This is an optimization exercise on Yosys and OpenROAD, whose aim is small area, a short achievable clock period and few clock cycles per item, not a production implementation. The RTL was checked by simulation tests, not by an equivalence proof against the original design. No activity file was given, so power comes from the tool's default toggle rates.

==> flow/design.v <==
package swah_pkg;
    localparam int NCH = 3;
    localparam int FIELD_W  = 24;
    localparam int HOURS_W  = 7;
    localparam int CMD_W    = 2;
    localparam int S_DATA_W = 72;
    localparam int S_USER_W = 8;
    localparam int M_DATA_W = 80;
    localparam int WIN       = 12;
    localparam int HOURS_MAX = 8;
    localparam int DELTA_W = FIELD_W + 1;
    localparam logic [CMD_W-1:0] CMD_INIT = 2'd0;
    localparam logic [CMD_W-1:0] CMD_PUSH = 2'd1;
    localparam logic [CMD_W-1:0] CMD_TICK = 2'd2;
    localparam logic [CMD_W-1:0] CMD_DAY  = 2'd3;
endpackage
import swah_pkg::*;
module swah_ctrl
(
    input  logic                       aclk,
    input  logic                       aresetn,
    input  logic                       s_tvalid,
    input  logic [swah_pkg::CMD_W-1:0] s_cmd,
    input  logic                       m_tready,
    output logic                       s_tready,
    output logic                       m_tvalid,
    output logic                       go,
    output logic                       p_shift,
    output logic                       p_load,
    output logic                       p_push,
    output logic                       p_init,
    output logic                       p_zero,
    output logic                       full,
    output logic                       full_next,
    output logic                       d_init,
    output logic                       c_upd,
    output logic                       c_init,
    output logic                       h_en,
    output logic                       h_sel_t,
    output logic                       t_en,
    output logic [3:0]                 hours
);
    logic                       in_v, p_v, d_v;
    logic [swah_pkg::CMD_W-1:0] in_cmd, p_cmd, d_cmd;
    logic [3:0]                 fill_cnt;
    logic                       pending;
    logic [1:0]                 cnt;
    logic                       mv;
    logic                       wr;
    logic                       pop;
    logic [1:0]                 cnt_next;
    logic                       pending_next;
    logic                       go_next;
    logic                       in_v_next, p_v_next, d_v_next;
    logic [swah_pkg::CMD_W-1:0] in_cmd_next, p_cmd_next, d_cmd_next;
    logic                       go_reg, shift_reg, load_reg, c_en_reg, t_en_reg, sel_t_reg;
    logic                       ready_reg, c_upd_reg, zero_reg;
    assign go       = go_reg;
    assign s_tready = ready_reg;
    assign m_tvalid = mv;
    assign p_shift = shift_reg;
    assign p_load  = load_reg;
    assign p_push  = (in_cmd == CMD_PUSH);
    assign p_init  = (in_cmd == CMD_INIT);
    assign p_zero  = zero_reg;
    assign d_init  = (p_cmd == CMD_INIT);
    assign c_upd   = c_upd_reg;
    assign c_init  = (d_cmd == CMD_INIT);
    assign wr      = pending && t_en_reg;
    assign pop     = mv && m_tready;
    assign h_en    = !mv || m_tready;
    assign h_sel_t = sel_t_reg;
    assign t_en    = t_en_reg;
    always_comb begin
        cnt_next = cnt;
        if (wr && !pop)      cnt_next = cnt + 2'd1;
        else if (!wr && pop) cnt_next = cnt - 2'd1;
        pending_next = c_en_reg || (pending && !wr);
        go_next      = !pending_next || (cnt_next != 2'd2);
        in_v_next    = go_reg ? (s_tvalid && ready_reg) : in_v;
        in_cmd_next  = go_reg ? s_cmd    : in_cmd;
        p_v_next     = go_reg ? in_v     : p_v;
        p_cmd_next   = go_reg ? in_cmd   : p_cmd;
        d_v_next     = go_reg ? p_v      : d_v;
        d_cmd_next   = go_reg ? p_cmd    : d_cmd;
        if (!aresetn || load_reg) begin
            full_next = 1'b0;
        end else if (shift_reg && !full) begin
            full_next = (fill_cnt == 4'(WIN - 1));
        end else begin
            full_next = full;
        end
    end
    always_ff @(posedge aclk) begin
        if (!aresetn) begin
            in_v      <= 1'b0;
            p_v       <= 1'b0;
            d_v       <= 1'b0;
            pending   <= 1'b0;
            cnt       <= 2'd0;
            mv        <= 1'b0;
            go_reg    <= 1'b1;
            ready_reg <= 1'b0;
            c_upd_reg <= 1'b0;
            shift_reg <= 1'b0;
            load_reg  <= 1'b0;
            c_en_reg  <= 1'b0;
            t_en_reg  <= 1'b1;
            sel_t_reg <= 1'b0;
            fill_cnt  <= 4'd0;
            hours     <= 4'd0;
        end else begin
            in_v      <= in_v_next;
            p_v       <= p_v_next;
            d_v       <= d_v_next;
            pending   <= pending_next;
            cnt       <= cnt_next;
            mv        <= (cnt_next != 2'd0);
            go_reg    <= go_next;
            ready_reg <= go_next;
            c_upd_reg <= go_next && d_v_next &&
                         (d_cmd_next == CMD_PUSH || d_cmd_next == CMD_INIT);
            shift_reg <= go_next && in_v_next && (in_cmd_next == CMD_PUSH);
            load_reg  <= go_next && in_v_next && (in_cmd_next == CMD_INIT);
            c_en_reg  <= go_next && d_v_next;
            t_en_reg  <= (cnt_next != 2'd2);
            sel_t_reg <= (cnt_next == 2'd2);
            if (load_reg) begin
                fill_cnt <= 4'd0;
            end else if (shift_reg && !full) begin
                fill_cnt <= fill_cnt + 4'd1;
            end
            if (c_en_reg && c_init) begin
                hours <= 4'd0;
            end else if (c_en_reg && d_cmd == CMD_TICK && hours != 4'(HOURS_MAX)) begin
                hours <= hours + 4'd1;
            end
        end
    end
    always_ff @(posedge aclk) begin
        full     <= full_next;
        zero_reg <= (in_cmd_next == CMD_INIT);
        in_cmd <= in_cmd_next;
        p_cmd  <= p_cmd_next;
        d_cmd  <= d_cmd_next;
    end
endmodule
import swah_pkg::*;
module swah_dp
(
    input  logic                        aclk,
    input  logic                        aresetn,
    input  logic [swah_pkg::FIELD_W-1:0] in_x,
    input  logic                        go,
    input  logic                        p_shift,
    input  logic                        p_load,
    input  logic                        p_push,
    input  logic                        p_init,
    input  logic                        p_zero,
    input  logic                        full_next,
    input  logic                        d_init,
    input  logic                        c_upd,
    input  logic                        c_init,
    output logic [swah_pkg::FIELD_W-1:0] avg
);
    localparam int W = FIELD_W;
    logic [W-1:0]         win_reg [1:WIN-1];
    logic [W-1:0]         old_reg;
    logic                 cy_reg;
    logic [DELTA_W-1:0]   delta_reg;
    logic [W-1:0]         da_reg;
    logic [3:0]           db_reg;
    logic [W-1:0]         q_reg;
    logic [3:0]           r_reg;
    always_ff @(posedge aclk) begin
        if (p_shift) begin
            for (int i = 1; i < WIN - 1; i++) begin
                win_reg[i] <= win_reg[i+1];
            end
            win_reg[WIN-1] <= in_x;
        end
    end
    always_ff @(posedge aclk) begin
        if (!aresetn) begin
            old_reg <= '0;
        end else if (p_load) begin
            old_reg <= in_x;
        end else if (full_next && p_shift) begin
            old_reg <= win_reg[1];
        end
    end
    logic [W-1:0] sub;
    assign sub = p_zero ? '0 : old_reg;
    always_ff @(posedge aclk) begin
        if (go) begin
            delta_reg <= {in_x[W-1], in_x} - {sub[W-1], sub};
        end
    end
    function automatic logic [2:0] add3(input logic [2:0] a, input logic [2:0] b);
        add3[0] = (a[0] & b[0]) | (a[1] & b[2]) | (a[2] & b[1]);
        add3[1] = (a[0] & b[1]) | (a[1] & b[0]) | (a[2] & b[2]);
        add3[2] = (a[0] & b[2]) | (a[2] & b[0]) | (a[1] & b[1]);
    endfunction
    logic [23:0] v;
    logic [1:0]  dig  [12];
    logic [2:0]  scan [5][12];
    logic [2:0]  rem  [13];
    logic [23:0] quo;
    logic [3:0]  db_next;
    logic [W-1:0] da_next;
    always_comb begin
        v = {1'b1, ~delta_reg[DELTA_W-1], delta_reg[DELTA_W-2:2]};
        for (int k = 0; k < 12; k++) begin
            dig[k]     = v[2*k +: 2];
            scan[0][k] = {dig[k] == 2'd2, dig[k] == 2'd1, dig[k] == 2'd0 || dig[k] == 2'd3};
        end
        for (int l = 0; l < 4; l++) begin
            for (int k = 0; k < 12; k++) begin
                if (k + (1 << l) < 12) begin
                    scan[l+1][k] = add3(scan[l][k], scan[l][k + (1 << l)]);
                end else begin
                    scan[l+1][k] = scan[l][k];
                end
            end
        end
        for (int k = 0; k < 12; k++) begin
            rem[k] = scan[4][k];
        end
        rem[12] = 3'b001;
        for (int k = 0; k < 12; k++) begin
            quo[2*k+1] = (rem[k+1][1] & dig[k][1]) | rem[k+1][2];
            quo[2*k]   = (rem[k+1][0] & (dig[k] == 2'd3)) |
                         (rem[k+1][1] & !dig[k][1]) |
                         (rem[k+1][2] & (dig[k] != 2'd0));
        end
        da_next = {{(W-22){quo[21]}}, quo[21:0]};
        db_next = {rem[0][2], rem[0][1], delta_reg[1:0]};
    end
    always_ff @(posedge aclk) begin
        if (go) begin
            if (d_init) begin
                da_reg <= delta_reg[W-1:0];
                db_reg <= 4'd0;
            end else begin
                da_reg <= da_next;
                db_reg <= db_next;
            end
        end
    end
    logic [4:0] rsum;
    logic [4:0] rsum_wrap;
    logic [3:0] r_next;
    logic [4:0] cy_sum;
    logic [2:0] cy_cand;
    logic       cy_go;
    logic       cy_next;
    logic [W:0] q_sum;
    assign rsum      = {1'b0, r_reg} + {1'b0, db_reg};
    assign rsum_wrap = rsum - 5'd12;
    assign q_sum     = {q_reg, cy_reg} + {da_reg, cy_reg};
    always_comb begin
        if (!aresetn) begin
            r_next = '0;
        end else if (c_upd) begin
            if (c_init) begin
                r_next = '0;
            end else begin
                r_next = cy_reg ? rsum_wrap[3:0] : rsum[3:0];
            end
        end else begin
            r_next = r_reg;
        end
        cy_cand[0] = ({1'b0, r_next} + {3'b0, delta_reg[1:0]}) >= 5'd12;
        cy_cand[1] = ({1'b0, r_next} + {3'b0, delta_reg[1:0]}) >= 5'd8;
        cy_cand[2] = ({1'b0, r_next} + {3'b0, delta_reg[1:0]}) >= 5'd4;
        cy_go   = !d_init && ((rem[0][0] && cy_cand[0]) ||
                              (rem[0][1] && cy_cand[1]) ||
                              (rem[0][2] && cy_cand[2]));
        cy_sum  = {1'b0, r_next} + {1'b0, db_reg};
        cy_next = go ? cy_go : (cy_sum >= 5'd12);
    end
    always_ff @(posedge aclk) begin
        r_reg  <= r_next;
        cy_reg <= cy_next;
        if (!aresetn) begin
            q_reg <= '0;
        end else if (c_upd) begin
            if (c_init) begin
                q_reg <= da_reg;
            end else begin
                q_reg <= q_sum[W:1];
            end
        end
    end
    assign avg = q_reg + W'(q_reg[W-1] && (r_reg != 4'd0));
endmodule
import swah_pkg::*;
module sensor_window_average_history_core
(
    input  logic                aclk,
    input  logic                aresetn,
    input  logic                s_tvalid,
    output logic                s_tready,
    input  logic [swah_pkg::S_DATA_W-1:0] s_tdata,
    input  logic [swah_pkg::S_USER_W-1:0] s_tuser,
    output logic                m_tvalid,
    input  logic                m_tready,
    output logic [swah_pkg::M_DATA_W-1:0] m_tdata
);
    localparam int RES_W = NCH * FIELD_W + 4;
    logic                  go;
    logic                  p_shift, p_load, p_push, p_init, p_zero, full, full_next;
    logic                  d_init;
    logic                  c_upd, c_init;
    logic                  h_en, h_sel_t, t_en;
    logic [3:0]            hours;
    logic [S_DATA_W-1:0]   in_data;
    logic [FIELD_W-1:0]    avg [NCH];
    logic [RES_W-1:0]      res;
    logic [RES_W-1:0]      head_reg;
    logic [RES_W-1:0]      tail_reg;
    swah_ctrl u_ctrl (
        .aclk     (aclk),
        .aresetn  (aresetn),
        .s_tvalid (s_tvalid),
        .s_cmd    (s_tuser[CMD_W-1:0]),
        .m_tready (m_tready),
        .s_tready (s_tready),
        .m_tvalid (m_tvalid),
        .go       (go),
        .p_shift  (p_shift),
        .p_load   (p_load),
        .p_push   (p_push),
        .p_init   (p_init),
        .p_zero   (p_zero),
        .full     (full),
        .full_next   (full_next),
        .d_init   (d_init),
        .c_upd    (c_upd),
        .c_init   (c_init),
        .h_en     (h_en),
        .h_sel_t  (h_sel_t),
        .t_en     (t_en),
        .hours    (hours)
    );
    always_ff @(posedge aclk) begin
        if (go) begin
            in_data <= s_tdata;
        end
    end
    for (genvar c = 0; c < NCH; c++) begin : g_ch
        swah_dp u_dp (
            .aclk    (aclk),
            .aresetn (aresetn),
            .in_x    (in_data[c*FIELD_W +: FIELD_W]),
            .go      (go),
            .p_shift (p_shift),
            .p_load  (p_load),
            .p_push  (p_push),
            .p_init  (p_init),
            .p_zero  (p_zero),
            .full_next   (full_next),
            .d_init  (d_init),
            .c_upd   (c_upd),
            .c_init  (c_init),
            .avg     (avg[c])
        );
    end
    assign res = {hours, avg[2], avg[1], avg[0]};
    always_ff @(posedge aclk) begin
        if (t_en) begin
            tail_reg <= res;
        end
        if (h_en) begin
            head_reg <= h_sel_t ? tail_reg : res;
        end
    end
    assign m_tdata = {1'b0, 3'b000, head_reg};
endmodule
==> flow/run.sh <==
#!/bin/bash
# synth_recipe.tcl (not shown) runs the flow's synth.tcl, then flattens the netlist and writes it again
# the make line also repeats each setting of config.mk as NAME=value (left out here)
make -C /OpenROAD-flow-scripts/flow DESIGN_CONFIG=/design/flow/config.mk WORK_HOME=/design/flow/orfs CLKGATE_MAP_FILE= SYNTH_SCRIPT=/design/flow/synth_recipe.tcl finish
==> flow/config.mk <==
export PLATFORM = sky130hd
export DESIGN_NAME = sensor_window_average_history_core
export DESIGN_NICKNAME = sensor_window_average_history_core
export VERILOG_FILES = /design/flow/design.v
export SDC_FILE = /design/flow/constraint.sdc
export NUM_CORES = 4
export LEC_CHECK = 0
export CAP_MARGIN = 20
export CORE_MARGIN = 2
export CORE_UTILIZATION = 40
export PLACE_DENSITY = 0.6
export SETUP_SLACK_MARGIN = 5.0
export SLEW_MARGIN = 20
export TNS_END_PERCENT = 10
==> flow/constraint.sdc <==
create_clock -name core_clock -period 8.0 [get_ports {aclk}]
set_input_delay 1.6000 -clock core_clock [delete_from_list [all_inputs] [get_ports {aclk}]]
set_output_delay 1.6000 -clock core_clock [all_outputs]
set_load 0.01 [all_outputs]
==> impl_results.md, run 1 <==
* Outcome: no timing/DRC/antenna violations
* Worst setup EP type: flop
* Post-synthesis xor/xnor area fraction at 2.79%
* Highest net fanout along the worst path at 6
* Layout overhead on the synthesized area at 20.8%
* Cell area power density at between 200 and 300 mW/mm^2
* Number of flip-flops under the largest register name at 792
* Number of antenna violations at the first check in global routing at 2
* CP max-delay cell: sky130_fd_sc_hd__a222oi_1
* Total gr overflow at 0
* Maximum operating frequency at approximately 300 MHz
* Slowest stage delay, CP at roughly 0.56 ns
* DIE AREA at roughly 0.15 sq mm
* Final clock period utilization by the worst path at a little over two fifths
* DRC violation count after routing at 0
* Max IR drop VDD at 150 uV
* Overall Global Routing Usage at 15.6%
* Post-route minimum period at ~3.4 ns
* Nets@finish at ~5400
* Fraction of synthesized cell area taken by the top area cell type at approximately 60%
* Placement Cell Area at 0.0642 sq mm
* Drt initial violations at 2932
* Initial Util at 40.3%
* Setup repair after global routing missed its margin: yes
* Count of different cell masters after synthesis at 79
* Leading cell types by count after synthesis: sky130_fd_sc_hd__edfxtp_1, sky130_fd_sc_hd__nor2_1, sky130_fd_sc_hd__ha_1
* Slew at the pin closest to its max-slew limit at approximately 1.1 ns
* Cell area after synthesis at just over 0.06 sq mm
* FP Rows at ~140
* Final critical-path setup slack at around 4.6 ns
* Class of the most critical hold timing path: flop to flop
* Post-synth top area cell: sky130_fd_sc_hd__edfxtp_1
* Final Util at just under 50%
* Main combinational cell family by area after synthesis: compound AO/OA/AOI/OAI gates
* Hold Path Stages at 0
* Port Buffers at between 150 and 200
* Yosys warnings at 8
* Area fraction in and, or, nand and nor cells after synthesis at under 10%
* Ordered list of cells on the worst path: buf_6 -> ha_4 -> nor2b_1 -> a221o_1 -> a222oi_1 -> buf_4 -> o22a_1 -> o21ai_2 -> nor2b_2 -> or2_1 -> a222oi_1 -> a21oi_1
* Clock Latency Late Sink at about 0.78 ns
* Area of the multi-input gates at between 0.02 and 0.025 sq mm
* CTS tree: yes
* Sequential area share after synthesis at 64.8%
* Global-route wire length before repair at about 190000 microns
* Top FF cell, synth: sky130_fd_sc_hd__edfxtp_1
* Per-cell routed wire length at around 18 microns
* Most repeated cell in the gate-level netlist after synthesis: sky130_fd_sc_hd__edfxtp_1
* Max clock buf depth at 3
* Number of storage elements in the synthesis netlist at between 1000 and 1500
* Gate count of the mapped netlist at 4528
* FFs w/ async S/R, synth at 0%
* Number of detailed-routing iterations run before antenna repair at 12
* Maximum number of pins on one net before global-route repair at just under 200
* Detailed Place HPWL at around 81000 microns
* Slew headroom at a little over a quarter
* Total length of routed wires at around 130000 microns
* Die Span Y at between 300 and 400 microns
* Final slew viol count at 0
* Adder-cell share of the synthesized area at 6.90%
* Top post-synthesis cells by area: sky130_fd_sc_hd__edfxtp_1, sky130_fd_sc_hd__ha_1, sky130_fd_sc_hd__dfxtp_1
* Number of buffers added to fix hold violations after cts at 0
* CP Data Required Time at approximately 8.5 ns
* Worst clock skew at 0.0310 ns
* Layout Cell Area excl Fill at around 0.073 sq mm
* FF+latch area at around 0.039 sq mm
* Filler cells at about 13000
* Depth of the most critical reg-to-reg path at 12
* Post-synthesis average cell area at ~13 sq um
* Setup violators final at 0
* Category of the worst setup path launch point: flop
* Number of max-cap violations at 0
* Number of global-route vias before repair at approximately 34000
* Reg2reg setup slack at between 4 and 5 ns
* Post-synthesis mux area share at 3.29%
* Library cell appearing most often on the critical path: sky130_fd_sc_hd__a222oi_1
* WP data arrival at between 3 and 4 ns
* Weighted congestion reported at the end of routability-driven placement at 0.850
* Compound-Gate Fraction of Synth Area at between 10% and 20%
* Static Leak at roughly 26 nW
* Width of the die at around 390 microns
* Placeable core area at 0.150 sq mm
* Critical path class: flop to flop
* Clock buffers created by TritonCTS at between 100 and 150
* Number of enable flip-flop cells after synthesis at between 1000 and 1500
* ANT nets after route at 0
* Share of layout cells above drive strength 1 at between 10% and 20%
* Count of endpoints failing hold in the final timing report at 0
* Number of I/O pins at 166
* Setup total negative slack at 0 ns
* CTS H-tree lvls at 4
* Post-place setup slack at about 3.5 ns
* Post-CTS clock slew at the launch and capture registers of the worst setup and hold paths at approximately 0.06 ns
* Average via count per standard cell at between 5 and 6
* Routed via count at between 30000 and 40000
* Worst hold-check slack at 0.410 ns
* Number of sinks driven by the clock tree at 1365
* CTS Root Buffer Type: sky130_fd_sc_hd__clkbuf_16
power breakdown:
| group | total (mW) | internal (mW) | switching, mW | leakage (nW) |
|---|---|---|---|---|
| clock | 6.54 | 3.74 | 2.80 | 2.28 |
| sequential | 8.70 | 8.31 | 0.396 | 13.0 |
| combinational | 4.85 | 2.21 | 2.64 | 11.1 |
logic make-up after synthesis:
kind of cell | Yosys count
AOI/OAI and AO/OA | 1090
xor gates and xnor gates | 192
buffers and inverters | 343
and+or+nand+nor | 1026
adders and majority gates | 324
muxes | 187
other | 1
DFF | 1365
through the flow:
stage               power [mW]  std cells
floorplan                 11.3       4531
global placement          12.4       6602
detailed placement        12.5       6602
CTS                       19.4       6975
global route              21.1       7171
finish                    20.1       7173
cell type report:
type,instances,area share (%)
sequential,1365,53.7
antenna,2,0.00686
tap,2016,3.46
clock inverter,77,1.18
multi-input combinational,2828,29.5
clock buffer,189,5.27
timing repair buffer,476,5.70
inverter,220,1.16
worst paths after layout:
path / startpoint / to
max: g_ch[2].u_dp.delta_reg[11]$_DFFE_PP_ / g_ch[2].u_dp.da_reg[0]$_DFFE_PP_
min: g_ch[1].u_dp.win_reg[6][23]$_DFFE_PP_ / g_ch[1].u_dp.win_reg[5][23]$_DFFE_PP_
max reg2reg: g_ch[2].u_dp.delta_reg[11]$_DFFE_PP_ / g_ch[2].u_dp.da_reg[0]$_DFFE_PP_
min reg2reg: g_ch[1].u_dp.win_reg[6][23]$_DFFE_PP_ / g_ch[1].u_dp.win_reg[5][23]$_DFFE_PP_
worst max-delay path: cells and delay by family (launching register included):
family / cells / cell delay, ns
flip-flops: 1 / 0.45
adder cells (fa/ha/maj): 1 / 0.17
AND/OR/NAND/NOR: 3 / 0.54
buffers and inverters: 2 / 0.34
AO/OA/AOI/OAI: 6 / 1.63
metal layers:
| layer | GRT usage, % | share of wire [%] | up-vias |
|---|---|---|---|
| met3 | 2.80 | 4.6 | 190 |
| li1 | - | - | 18300 |
| met4 | 4.48 | 2.1 | 0 |
| met2 | 22.1 | 42 | 821 |
| met5 | 0 | 0 | - |
| met1 | 24.1 | 51 | 17900 |
cell usage in the layout (no fill, tap or decap), drive strengths merged, types with 39 or more instances in the layout:
cell type / netlist / layout
a211oi: 106 / 106
mux2: 93 / 93
o22ai: 84 / 84
clkbuf: 101 / 193
mux2i: 94 / 94
nor2b: 48 / 48
edfxtp: 1178 / 1178
a21oi: 221 / 221
nor3: 39 / 39
xor2: 56 / 56
inv: 219 / 231
xnor2: 136 / 136
nand3: 66 / 66
nand2: 236 / 236
buf: 22 / 319
clkdlybuf4s50: 0 / 153
dfxtp: 187 / 187
nor2: 433 / 435
ha: 309 / 309
o21ai: 226 / 226
nand2b: 104 / 104
a21o: 58 / 60
a222oi: 93 / 93
clkinv: 1 / 52
repair_timing:
action                                  CTS  global route
pin swaps                                61           179
endpoints found under the setup margin  512           530
setup buffers                           105           190
gates resized for setup                  51           385
gates cloned                              2             6
Testbench counts, summed over its fixed seeds: cycles 12,048, items 12,000.
==> run 2: changes to the inputs <==
==> flow/flow/run.sh (new file) <==
#!/bin/bash
# Layout flow: the standard ORFS flow (standard.sh) with two changes that
# leave the design, constraints and measurement alone:
#  - the port buffers that buffer_ports inserts are plain buf cells rather than
#    whatever buffer it picks by default (it picks delay cells on sky130hd);
#  - the resizer may swap a cell for one with another footprint.
# Each tool's output goes to a log file in this folder.
set -euo pipefail
sed 's| "\${@:-finish}"| MATCH_CELL_FOOTPRINT=0 MAX_REPAIR_ANTENNAS_ITER_DRT=10 MAX_REPAIR_ANTENNAS_ITER_GRT=10 BUFFER_PORTS_ARGS="-buffer_cell sky130_fd_sc_hd__buf_2" "${@:-finish}"|' \
    standard.sh > flow_standard.sh
grep -q 'MATCH_CELL_FOOTPRINT=0' flow_standard.sh
bash flow_standard.sh > orfs_make.log 2>&1
test -s out/final.def
==> flow/standard.sh (new file) <==
#!/bin/bash
# synth_recipe.tcl (not shown) runs the flow's synth.tcl, then flattens the netlist and writes it again
# the make line also repeats each setting of config.mk as NAME=value (left out here)
make -C /OpenROAD-flow-scripts/flow DESIGN_CONFIG=/design/flow/config.mk WORK_HOME=/design/flow/orfs CLKGATE_MAP_FILE= SYNTH_SCRIPT=/design/flow/synth_recipe.tcl "${@:-finish}"
--- a/flow/config.mk
+++ b/flow/config.mk
@@ -8,6 +8,7 @@
 export CAP_MARGIN = 20
 export CORE_MARGIN = 2
 export CORE_UTILIZATION = 40
+export CTS_BUF_LIST = sky130_fd_sc_hd__clkbuf_4 sky130_fd_sc_hd__clkbuf_8
 export PLACE_DENSITY = 0.6
 export SETUP_SLACK_MARGIN = 5.0
 export SLEW_MARGIN = 20
removed: flow/run.sh
==> run 2 against run 1 <==
Die area did not move. Clock power is 7.5% lower. Global-route usage is 0.29 points higher. Design area down 1.3%. Non-clock buffer count grew 8. Clock skew is 0.046 ns higher. Via count grew 1.5%. Combinational power is 1% lower. Sequential share of layout area up 0.69 points. Maximum frequency is 3.0% higher. Critical path depth is 3 higher. Hold slack worse by 0.049 ns. Largest power group unchanged. Highest routed layer unchanged.
==> impl_results.md, run 2 <==
* Drt initial violations at 3061 (+4.4%)
* FP Rows at 142 (unchanged)
* Number of I/O pins at 166 (unchanged)
* CTS tree: yes
* Outcome: no timing/DRC/antenna violations
* Number of sinks driven by the clock tree at 1365 (unchanged)
* Cell area after synthesis at 0.0604 sq mm (unchanged)
* Setup violators final at 0 (unchanged)
* Number of max-cap violations at 0 (unchanged)
* Depth of the most critical reg-to-reg path at 15 (+3)
* Yosys warnings at 8 (unchanged)
* Post-synth top area cell: sky130_fd_sc_hd__edfxtp_1
* Final slew viol count at 0 (unchanged)
* Setup total negative slack at 0 ns (unchanged)
* Post-synthesis average cell area at 13.3 sq um (unchanged)
* Top post-synthesis cells by area: sky130_fd_sc_hd__edfxtp_1, sky130_fd_sc_hd__ha_1, sky130_fd_sc_hd__dfxtp_1
* Class of the most critical hold timing path: flop to flop
* Max clock buf depth at 3 (unchanged)
* Total gr overflow at 0 (unchanged)
* Combinational group share of total power at 24.5% (+0.4 points)
* Die Span Y at 392 microns (unchanged)
* Post-route minimum period at 3.33 ns (-0.100 ns)
* CTS Root Buffer Type: sky130_fd_sc_hd__clkbuf_8
* Final clock period utilization by the worst path at 41.7% (-1.3 points)
* Share of layout cells above drive strength 1 at 23.9% (+5.2 points)
* Seq pwr share at 44.5% (+1.2 points)
* Count of endpoints failing hold in the final timing report at 0 (unchanged)
* Average via count per standard cell at 5.15 (-0.71%)
* CTS H-tree lvls at 4 (unchanged)
* Number of global-route vias before repair at 35500 (+4.8%)
* Count of different cell masters after synthesis at 79 (unchanged)
* Setup repair after global routing missed its margin: yes
* Number of storage elements in the synthesis netlist at 1365 (unchanged)
* Worst R2R Start: in_data[24]$_DFFE_PP_
* Port Buffers at 155 (unchanged)
* Nets@finish at 5524 (+1.5%)
* End of the worst register-to-register path: g_ch[1].u_dp.delta_reg[22]$_DFFE_PP_
* CP Data Required Time at 8.80 ns (+0.33 ns)
* Clock network fraction of total power at 30.9% (-1.6 points)
* Number of enable flip-flop cells after synthesis at 1178 (unchanged)
* Worst clock skew at 0.0765 ns (+0.0455 ns)
* ANT nets after route at 0 (unchanged)
* DRC violation count after routing at 0 (unchanged)
* Static Leak at 26.7 nW (+1.1%)
* FFs w/ async S/R, synth at 0% (unchanged)
* Width of the die at 392 microns (unchanged)
* Final critical-path setup slack at 4.67 ns (+0.100 ns)
* Category of the worst setup path launch point: flop
* Fraction of synthesized cell area taken by the top area cell type at 58.6% (unchanged)
* Slew at the pin closest to its max-slew limit at 1.19 ns (+0.0837 ns)
* Top FF cell, synth: sky130_fd_sc_hd__edfxtp_1
* Max IR drop VDD at 146 uV (-3.0%)
* Number of detailed-routing iterations run before antenna repair at 11 (-1)
* Highest-count cells in the layout ignoring fill and taps: sky130_fd_sc_hd__edfxtp_1, sky130_fd_sc_hd__nor2_1, sky130_fd_sc_hd__buf_4
* Maximum operating frequency at 300 MHz (+3.0%)
* Count of placed standard cells in the final layout, fillers left out at 7333 (+2.2%)
* Worst setup EP type: flop
* Power spent charging and discharging nets at 5.85 mW (+0.23%)
* Post-CTS clock slew at the launch and capture registers of the worst setup and hold paths at 0.06 ns (about the same)
* Cell area power density at 272 mW/mm^2 (-1.5%)
* WP data arrival at 4.13 ns (+0.23 ns)
* Sequential area share after synthesis at 64.8% (unchanged)
* Detailed Place HPWL at 80300 microns (-0.62%)
* Number of buffers added to fix hold violations after cts at 0 (unchanged)
* Placeable core area at 0.150 sq mm (unchanged)
* Critical path startpoint: in_data[24]$_DFFE_PP_
* Per-cell routed wire length at 17.3 microns (-1.7%)
* Leading cell types by count after synthesis: sky130_fd_sc_hd__edfxtp_1, sky130_fd_sc_hd__nor2_1, sky130_fd_sc_hd__ha_1
* Post-place setup slack at 3.69 ns (+0.143 ns)
* Number of flip-flops under the largest register name at 792 (unchanged)
* Clock Latency Late Sink at 0.96 ns (+0.18 ns)
* Total length of routed wires at 127000 microns (+0.50%)
* DIE AREA at 0.154 sq mm (unchanged)
* Layout overhead on the synthesized area at 19.2%
* Number of antenna violations at the first check in global routing at 2 (unchanged)
* Overall Global Routing Usage at 15.9% (+0.29 points)
* Commonest non-fill, non-tap cell in the layout: sky130_fd_sc_hd__edfxtp_1
* Most repeated cell in the gate-level netlist after synthesis: sky130_fd_sc_hd__edfxtp_1
* Initial Util at 40.3% (unchanged)
* Internal at 13.7 mW (-3.9%)
* Number of instances in the placed design at 6605 (+0.045%)
* Gate count of the mapped netlist at 4528 (unchanged)
* Global-route wire length before repair at 194000 microns (+2.5%)
* Reg2reg setup slack at 4.67 ns (+0.10 ns)
* Critical path class: flop to flop
* Maximum number of pins on one net before global-route repair at 207 (+6.7%)
* Switching share of power at 29.9% (+0.89 points)
* Last element of the critical path: g_ch[1].u_dp.delta_reg[22]$_DFFE_PP_
* Highest net fanout along the worst path at 4 (-2)
* Weighted congestion reported at the end of routability-driven placement at 0.852 (+0.28%)
* Routed via count at 37800 (+1.5%)
* Slew headroom at 20.9% (-5.5 points)
* Clock buffers created by TritonCTS at 219 (+51%)
run 2: cell counts after synthesis:
Identical to the previous run, type by type.
run 2: worst min path at each step:
| stage | start | endpoint | slack [ns] | cells past startpoint |
|---|---|---|---|---|
| 2_1_floorplan | g_ch[0].u_dp.win_reg[11][0]$_DFFE_PP_ | g_ch[0].u_dp.win_reg[10][0]$_DFFE_PP_ | 0.40 | 0 |
| 3_3_place_gp | g_ch[2].u_dp.win_reg[6][5]$_DFFE_PP_ | g_ch[2].u_dp.win_reg[5][5]$_DFFE_PP_ | 0.40 | 0 |
| 3_5_place_dp | g_ch[0].u_dp.win_reg[11][20]$_DFFE_PP_ | g_ch[0].u_dp.win_reg[10][20]$_DFFE_PP_ | 0.40 | 0 |
| 4_1_cts | g_ch[2].u_dp.win_reg[7][7]$_DFFE_PP_ | g_ch[2].u_dp.win_reg[6][7]$_DFFE_PP_ | 0.35 | 0 |
| 5_1_grt | g_ch[2].u_dp.win_reg[11][8]$_DFFE_PP_ | g_ch[2].u_dp.win_reg[10][8]$_DFFE_PP_ | 0.38 | 0 |
| 6_report | g_ch[2].u_dp.win_reg[11][8]$_DFFE_PP_ | g_ch[2].u_dp.win_reg[10][8]$_DFFE_PP_ | 0.36 | 0 |
run 2: layer usage:
metal	global-route usage [%]	part of all wire, %
met3	3.21	5.4
met2	22.5	42
met5	0	0
met4	5.17	2.3
met1	24.1	50
run 2: critical path: stages (launching register included):
cell                        delay [ns]
sky130_fd_sc_hd__edfxtp_1         0.52
sky130_fd_sc_hd__inv_2            0.09
sky130_fd_sc_hd__ha_4             0.17
sky130_fd_sc_hd__fa_2             0.39
sky130_fd_sc_hd__nor2b_4          0.15
sky130_fd_sc_hd__o2111ai_4        0.13
sky130_fd_sc_hd__a32oi_2          0.24
sky130_fd_sc_hd__nand2_2          0.12
sky130_fd_sc_hd__a311oi_2         0.25
sky130_fd_sc_hd__o21a_1           0.20
sky130_fd_sc_hd__o21ai_2          0.09
sky130_fd_sc_hd__a2111oi_4        0.35
sky130_fd_sc_hd__buf_4            0.17
sky130_fd_sc_hd__buf_6            0.08
sky130_fd_sc_hd__buf_6            0.07
sky130_fd_sc_hd__o31a_1           0.13
run 2: power groups by stage:
stage | registers, mW | clock network, mW | logic (mW)
CTS | 8.71 | 6.31 | 4.11
global route | 8.77 | 6.61 | 5.22
finish | 8.71 | 6.05 | 4.79
global placement | 8.86 | 0 | 3.39
detailed placement | 8.87 | 0 | 3.48
floorplan | 8.75 | 0 | 2.55
run 2: cells by family (layout without fill, tap and decap cells):
| group | after synthesis | in the layout | share of synthesized area [%] |
|---|---|---|---|
| AO/OA/AOI/OAI | 1090 | 1091 | 12.3 |
| XOR/XNOR | 192 | 192 | 2.79 |
| adder cells (fa/ha/maj) | 324 | 324 | 6.90 |
| buffers and inverters | 343 | 1117 | 2.16 |
| flip-flops | 1365 | 1365 | 64.8 |
| multiplexers | 187 | 187 | 3.29 |
| other | 1 | 13 | 0.00621 |
| AND/OR/NAND/NOR | 1026 | 1028 | 7.71 |
run 2: per-stage QoR:
step	area (sq um)	hold slack, ns	util, %	total power [mW]
floorplan	60500	0.400	-	11.3
global placement	63500	0.400	42.4	12.2
detailed placement	63500	0.405	42.4	12.4
CTS	70100	0.353	46.8	19.1
global route	71900	0.379	48.0	20.6
finish	72000	0.361	48.0	19.5
run 2: final cells by class:
class	instances	area [sq um]
clock inverters	95	694
clock buffers	318	3860
flip-flops and latches	1365	39100
inverters	220	845
multi-input cells	2826	21400
diodes	9	22.5
well taps	2016	2520
repair buffers	484	3440
fillers	13200	77800
run 2: repair_timing:
action                                  in CTS  in global routing
hold endpoints to repair                     0                  0
gates cloned                                 3                  3
pin swaps                                  108                156
gates resized for setup                    175                244
endpoints found under the setup margin     216                501
setup buffers                              173                127
==> run 3: changes to the inputs <==
--- a/flow/config.mk
+++ b/flow/config.mk
@@ -8,7 +8,8 @@
 export CAP_MARGIN = 20
 export CORE_MARGIN = 2
 export CORE_UTILIZATION = 40
-export CTS_BUF_LIST = sky130_fd_sc_hd__clkbuf_4 sky130_fd_sc_hd__clkbuf_8
+export CTS_CLUSTER_DIAMETER = 150
+export CTS_CLUSTER_SIZE = 30
 export PLACE_DENSITY = 0.6
 export SETUP_SLACK_MARGIN = 5.0
 export SLEW_MARGIN = 20
==> run 3 against run 2 <==
Still clean. Final cell count down 4.2%. Register-to-register slack better by 0.04 ns. Global-route usage down 0.61 points. Maximum frequency up 1.3%. Critical path depth unchanged. Clock-buffer cell count down 229. Largest power group unchanged.
==> impl_results.md, run 3 <==
* Count of endpoints failing hold in the final timing report at 0 (unchanged)
* Number of I/O pins at 166 (unchanged)
* Top post-synthesis cells by area: sky130_fd_sc_hd__edfxtp_1, sky130_fd_sc_hd__ha_1, sky130_fd_sc_hd__dfxtp_1
* Final slew viol count at 0 (unchanged)
* Commonest non-fill, non-tap cell in the layout: sky130_fd_sc_hd__edfxtp_1
* Gate count of the mapped netlist at 4528 (unchanged)
* Highest-count cells in the layout ignoring fill and taps: sky130_fd_sc_hd__edfxtp_1, sky130_fd_sc_hd__nor2_1, sky130_fd_sc_hd__buf_4
* Cell area power density at 245 mW/mm^2 (-9.7%)
* Max clock buf depth at 3 (unchanged)
* Adder-cell share of the synthesized area at 6.90% (unchanged)
* Number of flip-flops under the largest register name at 792 (unchanged)
* Class of the most critical hold timing path: flop to flop
* Number of enable flip-flop cells after synthesis at 1178 (unchanged)
* Count of different cell masters after synthesis at 79 (unchanged)
* Slew headroom at 22.1% (+1.2 points)
* Layout overhead on the synthesized area at 14.9%
* Number of max-cap violations at 0 (unchanged)
* Leading cell types by count after synthesis: sky130_fd_sc_hd__edfxtp_1, sky130_fd_sc_hd__nor2_1, sky130_fd_sc_hd__ha_1
* Worst clock skew at 0.0350 ns (-0.0415 ns)
* Slowest stage delay, CP at 0.54 ns (+0.02 ns)
* FFs w/ async S/R, synth at 0% (unchanged)
* Worst hold path endpoint: g_ch[0].u_dp.win_reg[1][15]$_DFFE_PP_
* Reg2reg setup slack at 4.71 ns (+0.04 ns)
* Yosys warnings at 8 (unchanged)
* DRC violation count after routing at 0 (unchanged)
* Worst R2R Start: in_data[24]$_DFFE_PP_
* Fraction of synthesized cell area taken by the top area cell type at 58.6% (unchanged)
* Initial Util at 40.3% (unchanged)
* Cell area after synthesis at 0.0604 sq mm (unchanged)
* CP Data Required Time at 8.58 ns (-0.22 ns)
* Width of the die at 392 microns (unchanged)
* Bufs and invs on worst path at 4 (unchanged)
* Per-cell routed wire length at 17.7 microns (+2.0%)
* Compound-Gate Fraction of Synth Area at 12.3% (unchanged)
* Number of buffers added to fix hold violations after cts at 0 (unchanged)
* Depth of the most critical reg-to-reg path at 15 (unchanged)
* Drt initial violations at 3152 (+3.0%)
* Number of antenna violations at the first check in global routing at 2 (unchanged)
* Maximum operating frequency at 304 MHz (+1.3%)
* Hold Path Stages at 0 (unchanged)
* Post-synth top area cell: sky130_fd_sc_hd__edfxtp_1
* Final clock period utilization by the worst path at 41.1% (-0.55 points)
* FP Rows at 142 (unchanged)
* ANT nets after route at 0 (unchanged)
* Clock buffers created by TritonCTS at 53 (-76%)
* Setup total negative slack at 0 ns (unchanged)
* Number of instances in the placed design at 6605 (unchanged)
* Area of the multi-input gates at 0.0217 sq mm (+1.2%)
* Ordered list of cells on the worst path: inv_2 -> ha_4 -> fa_2 -> nor2b_4 -> o2111ai_4 -> a32oi_2 -> nand2_2 -> a311oi_2 -> o21a_1 -> o21ai_2 -> a2111oi_4 -> buf_4 -> buf_6 -> buf_6 -> o31a_1
* Total gr overflow at 0 (unchanged)
* Placeable core area at 0.150 sq mm (unchanged)
* Nets@finish at 5369 (-2.8%)
* WP data arrival at 3.87 ns (-0.26 ns)
* Average via count per standard cell at 5.25 (+1.8%)
* Count of placed standard cells in the final layout, fillers left out at 7024 (-4.2%)
* Maximum number of pins on one net before global-route repair at 207 (unchanged)
* Sequential area share after synthesis at 64.8% (unchanged)
* Weighted congestion reported at the end of routability-driven placement at 0.852 (unchanged)
* Area fraction in and, or, nand and nor cells after synthesis at 7.71% (unchanged)
* Outcome: no timing/DRC/antenna violations
* Slew at the pin closest to its max-slew limit at 1.17 ns (-0.0176 ns)
* End of the worst register-to-register path: g_ch[1].u_dp.delta_reg[22]$_DFFE_PP_
* Category of the worst setup path launch point: flop
* Highest net fanout along the worst path at 4 (unchanged)
* Main combinational cell family by area after synthesis: compound AO/OA/AOI/OAI gates
* Die Span Y at 392 microns (unchanged)
* CTS tree: yes
* CTS H-tree lvls at 2 (-2)
* Overall Global Routing Usage at 15.3% (-0.61 points)
* Detailed Place HPWL at 80300 microns (unchanged)
* Global-route wire length before repair at 188000 microns (-2.7%)
* Critical path class: flop to flop
* Number of global-route vias before repair at 34000 (-4.2%)
* Largest delay share family, worst path: compound AO/OA/AOI/OAI gates
* Number of sinks driven by the clock tree at 1365 (unchanged)
* Max IR drop VDD at 200 uV (+37%)
* Setup violators final at 0 (unchanged)
* Number of storage elements in the synthesis netlist at 1365 (unchanged)
* Top FF cell, synth: sky130_fd_sc_hd__edfxtp_1
* Most repeated cell in the gate-level netlist after synthesis: sky130_fd_sc_hd__edfxtp_1
* Setup repair after global routing missed its margin: yes
* Library cell appearing most often on the critical path: sky130_fd_sc_hd__buf_6
* Number of detailed-routing iterations run before antenna repair at 10 (-1)
* CTS Root Buffer Type: sky130_fd_sc_hd__clkbuf_16
* Share of layout cells above drive strength 1 at 20.1% (-3.7 points)
* Port Buffers at 155 (unchanged)
* Post-route minimum period at 3.29 ns (-0.0439 ns)
* Post-place setup slack at 3.69 ns (unchanged)
* FF+latch area at 0.0391 sq mm (unchanged)
* Routed via count at 36900 (-2.5%)
* Post-synthesis xor/xnor area fraction at 2.79% (unchanged)
* Post-CTS clock slew at the launch and capture registers of the worst setup and hold paths at 0.12 ns (+0.06 ns)
* Post-synthesis average cell area at 13.3 sq um (unchanged)
* Clock Latency Late Sink at 0.71 ns (-0.25 ns)
* Filler cells at 13300 (+0.75%)
* DIE AREA at 0.154 sq mm (unchanged)
* Post-synthesis mux area share at 3.29% (unchanged)
* Total length of routed wires at 124000 microns (-2.3%)
* Final critical-path setup slack at 4.71 ns (+0.0439 ns)
* Static Leak at 25.1 nW (-5.9%)
* CP max-delay cell: sky130_fd_sc_hd__edfxtp_1
* Start point of the worst min-delay path: g_ch[0].u_dp.win_reg[2][15]$_DFFE_PP_
* Worst setup EP type: flop
## run 3: cell counts after synthesis
No cell type changed its count.
## run 3: cell families after synthesis
group,after synthesis
AOI/OAI and AO/OA,1090
xor gates and xnor gates,192
adders and majority gates,324
buffers and inverters,343
DFF,1365
muxes,187
other,1
and+or+nand+nor,1026
## run 3: stage by stage
step | total power, mW | hold slack [ns] | area [sq um] | utilization, %
6_report | 17.0 | 0.401 | 69300 | 46.3
5_1_grt | 17.9 | 0.417 | 69300 | 46.3
4_1_cts | 16.5 | 0.414 | 67500 | 45.0
3_5_place_dp | 12.4 | 0.405 | 63500 | 42.4
3_3_place_gp | 12.2 | 0.400 | 63500 | 42.4
2_1_floorplan | 11.3 | 0.400 | 60500 | -
## run 3: cell type report
type,count,area share [%]
flip-flops and latches,1365,56.5
inverters,220,1.23
diodes,4,0.0144
multi-input cells,2826,31.3
well taps,2016,3.64
repair buffers,495,5.09
clock buffers,89,2.14
clock inverters,9,0.180
## run 3: worst max path at each step
stage,endpoint,slack (ns),startpoint,depth (start not counted)
finish,g_ch[1].u_dp.delta_reg[22]$_DFFE_PP_,4.71,in_data[24]$_DFFE_PP_,15
global route,g_ch[1].u_dp.delta_reg[22]$_DFFE_PP_,4.52,in_data[24]$_DFFE_PP_,15
CTS,g_ch[1].u_dp.delta_reg[24]$_DFFE_PP_,4.57,in_data[24]$_DFFE_PP_,13
detailed placement,g_ch[1].u_dp.old_reg[6]$_SDFFE_PN0P_,3.69,aresetn,7
global placement,g_ch[2].u_dp.cy_reg$_DFF_P_,3.73,aresetn,11
floorplan,g_ch[0].u_dp.old_reg[0]$_SDFFE_PN0P_,0.93,u_ctrl.shift_reg$_SDFF_PN0_,7
## run 3: layer usage
metal	up-vias	routed length [microns]	global-route usage, %
met5	-	0	0
met4	0	1950	2.92
met3	127	5440	1.71
met2	785	52500	22.4
met1	17900	64200	24.2
li1	18000	-	-
## run 3: power by group
group	internal (mW)	leakage, nW	switching (mW)
combinational	2.19	11.4	2.68
sequential	8.29	13.0	0.399
clock	1.32	0.765	2.12
## run 3: repair_timing
action                     in CTS  in global routing
gates cloned                    2                  3
gates resized for setup       227                246
setup buffers                 194                118
setup endpoints to repair     224                418
pin swaps                     128                172
==> run 4: changes to the inputs <==
--- a/flow/config.mk
+++ b/flow/config.mk
@@ -7,10 +7,10 @@
 export LEC_CHECK = 0
 export CAP_MARGIN = 20
 export CORE_MARGIN = 2
-export CORE_UTILIZATION = 40
-export CTS_CLUSTER_DIAMETER = 150
-export CTS_CLUSTER_SIZE = 30
-export PLACE_DENSITY = 0.6
+export CORE_UTILIZATION = 60
+export CTS_CLUSTER_DIAMETER = 100
+export CTS_CLUSTER_SIZE = 20
+export PLACE_DENSITY = 0.75
 export SETUP_SLACK_MARGIN = 5.0
 export SLEW_MARGIN = 20
 export TNS_END_PERCENT = 10
==> run 4 against run 3 <==
Via count grew 1.8%. Utilization grew 23 points. Clock power grew 23%. Clock skew grew 0.0013 ns. Hold slack lost 0.0080 ns. Clock-buffer cell count grew 49. Non-clock buffer count grew 3. Sequential power is essentially flat. Critical path depth shrank 3. Wire length shrank 2.7%. Register-to-register slack lost 0.03 ns. Final cell count shrank 9.5%. Critical path type unchanged. Critical endpoint is now g_ch[2].u_dp.da_reg[0]$_DFFE_PP_. Largest cell class unchanged.
==> impl_results.md, run 4 <==
* Outcome: no timing/DRC/antenna violations
* FFs w/ async S/R, synth at 0% (unchanged)
* CTS H-tree lvls at 3 (+1)
* Gate count of the mapped netlist at 4528 (unchanged)
* Category of the worst setup path launch point: flop
* Die Span Y at 321 microns (-18%)
* Yosys warnings at 8 (unchanged)
* Setup violators final at 0 (unchanged)
* Total length of routed wires at 121000 microns (-2.7%)
* Slew at the pin closest to its max-slew limit at 1.06 ns (-0.104 ns)
* Placeable core area at 0.0999 sq mm (-33%)
* Cell area after synthesis at 0.0604 sq mm (unchanged)
* Max IR drop VDD at 266 uV (+33%)
* Number of antenna violations at the first check in global routing at 2 (unchanged)
* Fraction of synthesized cell area taken by the top area cell type at 58.6% (unchanged)
* Number of sinks driven by the clock tree at 1365 (unchanged)
* Count of endpoints failing hold in the final timing report at 0 (unchanged)
* Highest-count cells in the layout ignoring fill and taps: sky130_fd_sc_hd__edfxtp_1, sky130_fd_sc_hd__nor2_1, sky130_fd_sc_hd__buf_4
* DRC violation count after routing at 0 (unchanged)
* Post-synthesis mux area share at 3.29% (unchanged)
* Share of layout cells above drive strength 1 at 20.8% (+0.64 points)
* Commonest non-fill, non-tap cell in the layout: sky130_fd_sc_hd__edfxtp_1
* WP data arrival at 3.70 ns (-0.17 ns)
* Final clock period utilization by the worst path at 41.4% (+0.32 points)
* Final Util at 69.6% (+23 points)
* Slew headroom at 29.1% (+6.9 points)
* ANT cells at 0 (-4)
* Post-synthesis average cell area at 13.3 sq um (unchanged)
* Port Buffers at 155 (unchanged)
* Number of I/O pins at 166 (unchanged)
* Top FF cell, synth: sky130_fd_sc_hd__edfxtp_1
* Clock Latency Late Sink at 0.69 ns (-0.02 ns)
* Number of global-route vias before repair at 33600 (-1.4%)
* Leading cell types by count after synthesis: sky130_fd_sc_hd__edfxtp_1, sky130_fd_sc_hd__nor2_1, sky130_fd_sc_hd__ha_1
* Per-cell routed wire length at 19.0 microns (+7.6%)
* Setup repair after global routing missed its margin: yes
* Overall Global Routing Usage at 22.1% (+6.8 points)
* Number of detailed-routing iterations run before antenna repair at 10 (unchanged)
* CTS Root Buffer Type: sky130_fd_sc_hd__clkbuf_16
* Global-route wire length before repair at 181000 microns (-4.0%)
* Total gr overflow at 0 (unchanged)
* Count of different cell masters after synthesis at 79 (unchanged)
* Number of enable flip-flop cells after synthesis at 1178 (unchanged)
* CTS tree: yes
* FP Rows at 116 (-18%)
* Post-synth top area cell: sky130_fd_sc_hd__edfxtp_1
* Number of storage elements in the synthesis netlist at 1365 (unchanged)
* Highest net fanout along the worst path at 4 (unchanged)
* Max clock buf depth at 3 (unchanged)
* Top post-synthesis cells by area: sky130_fd_sc_hd__edfxtp_1, sky130_fd_sc_hd__ha_1, sky130_fd_sc_hd__dfxtp_1
* Average via count per standard cell at 5.91 (+13%)
* Maximum operating frequency at 302 MHz (-0.78%)
* Width of the die at 321 microns (-18%)
* DIE AREA at 0.103 sq mm (-33%)
* Adder-cell share of the synthesized area at 6.90% (unchanged)
* CP Data Required Time at 8.39 ns (-0.19 ns)
* Critical path class: flop to flop
* ANT nets after route at 0 (unchanged)
* Cell area power density at 256 mW/mm^2 (+4.3%)
* Clock buffers created by TritonCTS at 79 (+49%)
* Post-CTS clock slew at the launch and capture registers of the worst setup and hold paths at 0.08 ns (-0.04 ns)
* Worst setup EP type: flop
* Compound-Gate Fraction of Synth Area at 12.3% (unchanged)
* Setup total negative slack at 0 ns (unchanged)
* Main combinational cell family by area after synthesis: compound AO/OA/AOI/OAI gates
* Nets@finish at 5398 (+0.54%)
* Routed via count at 37500 (+1.8%)
* Drt initial violations at 3603 (+14%)
* Post-route minimum period at 3.32 ns (+0.0260 ns)
* Static Leak at 25.6 nW (+1.9%)
* Sequential area share after synthesis at 64.8% (unchanged)
* Most repeated cell in the gate-level netlist after synthesis: sky130_fd_sc_hd__edfxtp_1
* Maximum number of pins on one net before global-route repair at 227 (+9.7%)
* Weighted congestion reported at the end of routability-driven placement at 0.891 (+4.6%)
* Final slew viol count at 0 (unchanged)
* Area fraction in and, or, nand and nor cells after synthesis at 7.71% (unchanged)
* Number of flip-flops under the largest register name at 792 (unchanged)
* Layout overhead on the synthesized area at 15.1%
* Detailed Place HPWL at 74800 microns (-6.8%)
* Initial Util at 60.4% (+20 points)
* Class of the most critical hold timing path: flop to flop
* Number of buffers added to fix hold violations after cts at 0 (unchanged)
* Worst clock skew at 0.0362 ns (+0.00125 ns)
* Number of max-cap violations at 0 (unchanged)
* Post-synthesis xor/xnor area fraction at 2.79% (unchanged)
run 4: per-layer routing:
layer | routed length, microns | share of wire, % | global-route usage [%]
met3 | 6550 | 5.4 | 2.49
met4 | 2450 | 2.0 | 5.87
met2 | 52900 | 44 | 32.6
met1 | 59000 | 49 | 34.9
met5 | 0 | 0 | 0
run 4: final cells by class:
class | count | area, sq um
fillers | 6781 | 30400
clock inverters | 9 | 148
multi-input cells | 2826 | 21800
well taps | 1298 | 1620
repair buffers | 498 | 3690
flip-flops and latches | 1365 | 39100
inverters | 220 | 842
clock buffers | 138 | 2280
run 4: where the power goes:
group / leakage (nW) / internal (mW) / total, mW / switching, mW
clock network: 1.16 / 2.00 / 4.23 / 2.22
logic: 11.5 / 2.19 / 4.84 / 2.64
registers: 13.0 / 8.29 / 8.70 / 0.410
run 4: critical path: stages (launching register included):
cell                       delay [ns]
sky130_fd_sc_hd__edfxtp_1        0.44
sky130_fd_sc_hd__inv_1           0.12
sky130_fd_sc_hd__ha_4            0.31
sky130_fd_sc_hd__nor2b_1         0.05
sky130_fd_sc_hd__a221o_1         0.33
sky130_fd_sc_hd__a222oi_1        0.38
sky130_fd_sc_hd__buf_4           0.20
sky130_fd_sc_hd__o22a_1          0.15
sky130_fd_sc_hd__o21ai_2         0.07
sky130_fd_sc_hd__nor2b_1         0.13
sky130_fd_sc_hd__or2_1           0.28
sky130_fd_sc_hd__a222oi_1        0.46
sky130_fd_sc_hd__a21oi_1         0.13
run 4: kinds of logic after synthesis:
family / Yosys count
AOI/OAI and AO/OA: 1090
xor gates and xnor gates: 192
adders and majority gates: 324
buffers and inverters: 343
DFF: 1365
muxes: 187
other: 1
and+or+nand+nor: 1026
run 4: repair_timing:
| action | in CTS | in global routing |
|---|---|---|
| hold endpoints to repair | 0 | 0 |
| setup endpoints to repair | 528 | 466 |
| gates cloned | 5 | 3 |
| buffers inserted | 84 | 231 |
| gates resized for setup | 98 | 395 |
| pin swaps | 76 | 208 |
run 4: per-stage QoR:
| step | setup slack [ns] | power [mW] | cell area (sq um) | hold slack (ns) | std cells |
|---|---|---|---|---|---|
| after global routing | 4.58 | 18.6 | 69500 | 0.396 | 6354 |
| after detailed placement | 3.38 | 12.3 | 62500 | 0.405 | 5883 |
| after CTS | 4.52 | 16.7 | 66100 | 0.390 | 6119 |
| after floorplan | 0.928 | 11.3 | 60500 | 0.400 | 4531 |
| after global placement | 3.51 | 12.2 | 62500 | 0.400 | 5883 |
| final | 4.68 | 17.8 | 69500 | 0.393 | 6354 |
run 4: path summary, 6_finish.rpt:
kind / from / endpoint / slack, ns / cells past startpoint
hold / removal: g_ch[0].u_dp.win_reg[4][0]$_DFFE_PP_ / g_ch[0].u_dp.win_reg[3][0]$_DFFE_PP_ / 0.39 / 0
setup reg to reg: g_ch[2].u_dp.delta_reg[9]$_DFFE_PP_ / g_ch[2].u_dp.da_reg[0]$_DFFE_PP_ / 4.68 / 12
setup / recovery: g_ch[2].u_dp.delta_reg[9]$_DFFE_PP_ / g_ch[2].u_dp.da_reg[0]$_DFFE_PP_ / 4.68 / 12
hold reg to reg: g_ch[0].u_dp.win_reg[4][0]$_DFFE_PP_ / g_ch[0].u_dp.win_reg[3][0]$_DFFE_PP_ / 0.39 / 0
==> run 5: changes to the inputs <==
--- a/flow/config.mk
+++ b/flow/config.mk
@@ -7,10 +7,10 @@
 export LEC_CHECK = 0
 export CAP_MARGIN = 20
 export CORE_MARGIN = 2
-export CORE_UTILIZATION = 60
+export CORE_UTILIZATION = 40
 export CTS_CLUSTER_DIAMETER = 100
 export CTS_CLUSTER_SIZE = 20
-export PLACE_DENSITY = 0.75
+export PLACE_DENSITY = 0.6
 export SETUP_SLACK_MARGIN = 5.0
 export SLEW_MARGIN = 20
-export TNS_END_PERCENT = 10
+export TNS_END_PERCENT = 0
==> run 5 against run 4 <==
Die area grew 49%. Area after synthesis is the same. Sequential power about the same. Clock skew increased by 0.00069 ns. Wire length increased by 0.67%. Critical endpoint is now g_ch[0].u_dp.da_reg[2]$_DFFE_PP_. Highest routed layer unchanged.
==> impl_results.md, run 5 <==
* CTS Root Buffer Type: sky130_fd_sc_hd__clkbuf_16
* Leading cell types by count after synthesis: sky130_fd_sc_hd__edfxtp_1, sky130_fd_sc_hd__nor2_1, sky130_fd_sc_hd__ha_1
* Total length of routed wires at 122000 microns (+0.67%)
* Die Span Y at 392 microns (+22%)
* Final clock period utilization by the worst path at 42.9% (+1.4 points)
* Top post-synthesis cells by area: sky130_fd_sc_hd__edfxtp_1, sky130_fd_sc_hd__ha_1, sky130_fd_sc_hd__dfxtp_1
* Port Buffers at 155 (unchanged)
* Share of layout cells above drive strength 1 at 12.4% (-8.4 points)
* Drt initial violations at 3198 (-11%)
* FP Rows at 142 (+22%)
* Number of flip-flops under the largest register name at 792 (unchanged)
* Critical path class: flop to flop
* DIE AREA at 0.154 sq mm (+49%)
* Initial Util at 40.3% (-20 points)
* Max IR drop VDD at 148 uV (-44%)
* Post-synth top area cell: sky130_fd_sc_hd__edfxtp_1
* Count of endpoints failing hold in the final timing report at 0 (unchanged)
* DRC violation count after routing at 0 (unchanged)
* Fraction of synthesized cell area taken by the top area cell type at 58.6% (unchanged)
* Category of the worst setup path launch point: flop
* Cell area power density at 254 mW/mm^2 (-0.79%)
* Class of the most critical hold timing path: flop to flop
* Number of sinks driven by the clock tree at 1365 (unchanged)
* Clock Latency Late Sink at 0.71 ns (+0.02 ns)
* Post-synthesis average cell area at 13.3 sq um (unchanged)
* Max clock buf depth at 3 (unchanged)
* Number of max-cap violations at 0 (unchanged)
* Commonest non-fill, non-tap cell in the layout: sky130_fd_sc_hd__edfxtp_1
* Outcome: no timing/DRC/antenna violations
* Post-CTS clock slew at the launch and capture registers of the worst setup and hold paths at 0.08 ns (about the same)
* WP data arrival at 3.83 ns (+0.13 ns)
* CTS H-tree lvls at 3 (unchanged)
* Sequential area share after synthesis at 64.8% (unchanged)
* Placeable core area at 0.150 sq mm (+50%)
* CP Data Required Time at 8.40 ns (about the same)
* FFs w/ async S/R, synth at 0% (unchanged)
* Width of the die at 392 microns (+22%)
* Count of placed standard cells in the final layout, fillers left out at 6913 (+8.8%)
* Top FF cell, synth: sky130_fd_sc_hd__edfxtp_1
* Gate count of the mapped netlist at 4528 (unchanged)
* Cell area after synthesis at 0.0604 sq mm (unchanged)
* Average via count per standard cell at 5.22 (-12%)
* Highest-count cells in the layout ignoring fill and taps: sky130_fd_sc_hd__edfxtp_1, sky130_fd_sc_hd__nor2_1, sky130_fd_sc_hd__ha_1
* Number of global-route vias before repair at 32900 (-2.0%)
* Count of different cell masters after synthesis at 79 (unchanged)
* Setup violators final at 0 (unchanged)
* Highest net fanout along the worst path at 6 (+2)
* Setup total negative slack at 0 ns (unchanged)
* Number of storage elements in the synthesis netlist at 1365 (unchanged)
* Global-route wire length before repair at 184000 microns (+1.7%)
* Worst setup EP type: flop
* Maximum number of pins on one net before global-route repair at 201 (-11%)
* Weighted congestion reported at the end of routability-driven placement at 0.853 (-4.3%)
* Number of enable flip-flop cells after synthesis at 1178 (unchanged)
* CTS tree: yes
* Post-route minimum period at 3.43 ns (+0.113 ns)
* Number of detailed-routing iterations run before antenna repair at 10 (unchanged)
* Slew at the pin closest to its max-slew limit at 1.06 ns (-0.00330 ns)
* Number of antenna violations at the first check in global routing at 5 (+3)
* Routed via count at 36100 (-3.8%)
* Setup repair after global routing missed its margin: yes
* Number of buffers added to fix hold violations after cts at 0 (unchanged)
* Overall Global Routing Usage at 15.0% (-7.0 points)
* Slew headroom at 29.3% (+0.22 points)
* Static Leak at 24.7 nW (-3.5%)
* Maximum operating frequency at 292 MHz (-3.3%)
* Final slew viol count at 0 (unchanged)
* Number of I/O pins at 166 (unchanged)
* Worst clock skew at 0.0369 ns (+0.000686 ns)
* Nets@finish at 5231 (-3.1%)
* Detailed Place HPWL at 79900 microns (+6.8%)
* Yosys warnings at 8 (unchanged)
* ANT nets after route at 0 (unchanged)
* Per-cell routed wire length at 17.6 microns (-7.5%)
* CP max-delay cell: sky130_fd_sc_hd__a222oi_1
* Layout overhead on the synthesized area at 12.1%
* Clock buffers created by TritonCTS at 82 (+3.8%)
* Number of instances in the placed design at 6601 (+12%)
* Most repeated cell in the gate-level netlist after synthesis: sky130_fd_sc_hd__edfxtp_1
* Ordered list of cells on the worst path: inv_1 -> ha_1 -> inv_1 -> a221o_1 -> a222oi_1 -> buf_4 -> buf_4 -> o22ai_1 -> nor2_1 -> o21ai_0 -> a222oi_1 -> a21oi_1
* Slowest stage delay, CP at 0.50 ns (+0.04 ns)
* Total gr overflow at 0 (unchanged)
==> run 5: layer usage <==
layer	GRT usage, %	wire length (microns)	vias to the layer above
li1	-	-	17800
met1	23.9	63500	17400
met2	21.3	50300	788
met3	2.21	5940	117
met4	3.50	1870	0
met5	0	0	-
==> run 5: timing repair <==
item,4_1_cts,5_1_grt
pin swaps,38,71
gates resized for setup,28,70
buffers inserted,66,81
endpoints found under the setup margin,546,544
gates cloned,2,5
==> run 5: metrics by stage <==
step	hold WS (ns)	setup WS (ns)	util (%)	power, mW	area [sq um]
final	0.411	4.57	45.2	17.2	67600
after global routing	0.414	4.39	45.2	18.1	67600
after CTS	0.412	4.50	44.5	17.0	66700
after detailed placement	0.405	3.58	42.4	12.3	63400
after global placement	0.400	3.62	42.4	12.2	63400
after floorplan	0.400	0.927	-	11.3	60500
==> run 5: worst max-delay path, delay by kind of cell, from the launching register on <==
family	cells	cell delay, ns
adder cells (fa/ha/maj)	1	0.31
AND/OR/NAND/NOR	1	0.21
AO/OA/AOI/OAI	6	1.65
flip-flops	1	0.46
buffers and inverters	4	0.51
==> run 5: final cells by class <==
type                            count  area (sq um)
Antenna cell                        5          12.5
Tap cell                         2016          2520
Inverter                          220           831
Sequential cell                  1365         39100
Clock inverter                     15           275
Clock buffer                      138          2320
Fill cell                       13400         82100
Multi-Input combinational cell   2824         20200
Timing Repair Buffer              330          2280
==> run 5: final timing paths <==
kind | from | end | slack (ns) | cells after the start
setup / recovery | g_ch[0].u_dp.delta_reg[16]$_DFFE_PP_ | g_ch[0].u_dp.da_reg[2]$_DFFE_PP_ | 4.57 | 12
hold / removal | g_ch[2].u_dp.win_reg[11][7]$_DFFE_PP_ | g_ch[2].u_dp.win_reg[10][7]$_DFFE_PP_ | 0.41 | 0
setup reg to reg | g_ch[0].u_dp.delta_reg[16]$_DFFE_PP_ | g_ch[0].u_dp.da_reg[2]$_DFFE_PP_ | 4.57 | 12
hold reg to reg | g_ch[2].u_dp.win_reg[11][7]$_DFFE_PP_ | g_ch[2].u_dp.win_reg[10][7]$_DFFE_PP_ | 0.41 | 0
==> run 5: kinds of logic (layout without fill, tap and decap cells) <==
family                     count (synthesis)  after routing  synth area share, %
AOI/OAI and AO/OA                       1090           1091                 12.3
xor gates and xnor gates                 192            192                 2.79
adders and majority gates                324            324                 6.90
buffers and inverters                    343            703                 2.16
DFF                                     1365           1365                 64.8
muxes                                    187            187                 3.29
other                                      1              9              0.00621
and+or+nand+nor                         1026           1026                 7.71
==> run 5: report_power, final <==
part           internal [mW]  switching [mW]
Clock                   2.11            2.34
Combinational           1.68            2.30
Sequential              8.29           0.431
Total                   12.1            5.07
==> run 6: changes to the inputs <==
--- a/flow/config.mk
+++ b/flow/config.mk
@@ -13,4 +13,4 @@
 export PLACE_DENSITY = 0.6
 export SETUP_SLACK_MARGIN = 5.0
 export SLEW_MARGIN = 20
-export TNS_END_PERCENT = 0
+export TNS_END_PERCENT = 10
==> run 6 against run 5 <==
Synthesized cell count is the same. First-iteration DRC count up 0.25%. Utilization grew 1.3 points. Largest power group unchanged. Combinational power grew 17%. Final cell count up 2.0%. Area after synthesis unchanged. Clock skew rose by 0.014 ns. Design area up 2.8%. Die area is the same. Critical endpoint is now g_ch[1].u_dp.delta_reg[22]$_DFFE_PP_. Critical path depth grew 3.
==> impl_results.md, run 6 <==
* Outcome: no timing/DRC/antenna violations
* Weighted congestion reported at the end of routability-driven placement at 0.852 (-0.13%)
* Critical path class: flop to flop
* Overall Global Routing Usage at 15.4% (+0.36 points)
* Number of enable flip-flop cells after synthesis at 1178 (unchanged)
* Max clock buf depth at 3 (unchanged)
* Drt initial violations at 3206 (+0.25%)
* Worst setup EP type: flop
* Top post-synthesis cells by area: sky130_fd_sc_hd__edfxtp_1, sky130_fd_sc_hd__ha_1, sky130_fd_sc_hd__dfxtp_1
* Highest-count cells in the layout ignoring fill and taps: sky130_fd_sc_hd__edfxtp_1, sky130_fd_sc_hd__nor2_1, sky130_fd_sc_hd__buf_4
* Post-CTS clock slew at the launch and capture registers of the worst setup and hold paths at 0.08 ns (about the same)
* CTS tree: yes
* Bufs and invs on worst path at 4 (unchanged)
* CTS Root Buffer Type: sky130_fd_sc_hd__clkbuf_16
* Count of placed standard cells in the final layout, fillers left out at 7049 (+2.0%)
* Number of global-route vias before repair at 34100 (+3.8%)
* Static Leak at 25.4 nW (+2.6%)
* Post-route minimum period at 3.29 ns (-0.140 ns)
* DRC violation count after routing at 0 (unchanged)
* Final slew viol count at 0 (unchanged)
* Gate count of the mapped netlist at 4528 (unchanged)
* Maximum number of pins on one net before global-route repair at 207 (+3.0%)
* FFs w/ async S/R, synth at 0% (unchanged)
* Worst R2R Start: u_ctrl.zero_reg$_DFF_P_
* FP Rows at 142 (unchanged)
* Maximum operating frequency at 304 MHz (+4.3%)
* Path length in cells of the critical path at 15 (+3)
* Number of buffers added to fix hold violations after cts at 0 (unchanged)
* Final clock period utilization by the worst path at 41.1% (-1.8 points)
* Commonest non-fill, non-tap cell in the layout: sky130_fd_sc_hd__edfxtp_1
* Hold Path Stages at 0 (unchanged)
* Ordered list of cells on the worst path: clkbuf_16 -> nand2b_1 -> ha_1 -> a21o_1 -> a21oi_2 -> a32oi_2 -> nand2_2 -> a311oi_2 -> o21a_1 -> o21ai_2 -> a2111oi_4 -> buf_4 -> buf_6 -> buf_6 -> o31a_1
* Die Span Y at 392 microns (unchanged)
* Routed via count at 37000 (+2.3%)
-- run 6: cell counts after synthesis --
Identical to the previous run, type by type.
-- run 6: layer usage --
| metal | global-route usage [%] | share of wire, % | up-vias |
|---|---|---|---|
| li1 | - | - | 18100 |
| met1 | 24.1 | 51 | 17900 |
| met2 | 22.3 | 42 | 837 |
| met3 | 2.08 | 5.2 | 122 |
| met4 | 3.78 | 1.6 | 0 |
| met5 | 0 | 0 | - |
-- run 6: logic make-up after synthesis --
group	Yosys count	share of synthesized area [%]
muxes	187	3.29
xor gates and xnor gates	192	2.79
and+or+nand+nor	1026	7.71
adders and majority gates	324	6.90
DFF	1365	64.8
other	1	0.00621
AOI/OAI and AO/OA	1090	12.3
buffers and inverters	343	2.16
-- run 6: worst register-to-register path, stage by stage (launching register included) --
cell	delay (ns)
sky130_fd_sc_hd__dfxtp_4	0.40
sky130_fd_sc_hd__clkbuf_16	0.19
sky130_fd_sc_hd__nand2b_1	0.15
sky130_fd_sc_hd__ha_1	0.37
sky130_fd_sc_hd__a21o_1	0.22
sky130_fd_sc_hd__a21oi_2	0.17
sky130_fd_sc_hd__a32oi_2	0.15
sky130_fd_sc_hd__nand2_2	0.12
sky130_fd_sc_hd__a311oi_2	0.10
sky130_fd_sc_hd__o21a_1	0.21
sky130_fd_sc_hd__o21ai_2	0.19
sky130_fd_sc_hd__a2111oi_4	0.11
sky130_fd_sc_hd__buf_4	0.15
sky130_fd_sc_hd__buf_6	0.10
sky130_fd_sc_hd__buf_6	0.10
sky130_fd_sc_hd__o31a_1	0.27
-- run 6: final timing paths --
path / endpoint
hold / removal: g_ch[2].u_dp.win_reg[2][3]$_DFFE_PP_
hold reg to reg: g_ch[2].u_dp.win_reg[2][3]$_DFFE_PP_
setup reg to reg: g_ch[1].u_dp.delta_reg[22]$_DFFE_PP_
setup / recovery: g_ch[1].u_dp.delta_reg[22]$_DFFE_PP_
-- run 6: repair_timing --
item | CTS | global route
setup buffers | 162 | 114
gates resized for setup | 165 | 192
cloned | 4 | 4
setup endpoints to repair | 224 | 432
pin swaps | 95 | 115
-- run 6: area by class of cell --
type | instances | area [sq um] | area share (%)
multi-input combinational | 2827 | 21200 | 30.4
timing repair buffer | 461 | 3300 | 4.75
inverter | 220 | 842 | 1.21
sequential | 1365 | 39100 | 56.3
clock inverter | 15 | 224 | 0.322
clock buffer | 139 | 2330 | 3.35
antenna | 6 | 15.0 | 0.0216
tap | 2016 | 2520 | 3.63
-- run 6: power by group --
part,switching [mW],internal (mW)
Combinational,2.59,2.06
Sequential,0.401,8.29
Clock,2.33,2.05
Total,5.32,12.4
-- run 6: through the flow --
| step | utilization [%] | hold WS (ns) | cell area [sq um] | power (mW) |
|---|---|---|---|---|
| 2_1_floorplan | - | 0.400 | 60500 | 11.3 |
| 3_3_place_gp | 42.4 | 0.400 | 63500 | 12.2 |
| 3_5_place_dp | 42.4 | 0.405 | 63500 | 12.4 |
| 4_1_cts | 45.4 | 0.392 | 68000 | 17.3 |
| 5_1_grt | 46.4 | 0.413 | 69500 | 18.7 |
| 6_report | 46.4 | 0.392 | 69600 | 17.7 |

Setup slack of run 6, layout unchanged: 4.712 ns with ideal ports, 4.712 ns with driving cells assumed (clock clkbuf_16, inputs buf_2), 4.240 ns with port delays also shifted by the 0.758 ns mid clock arrival.
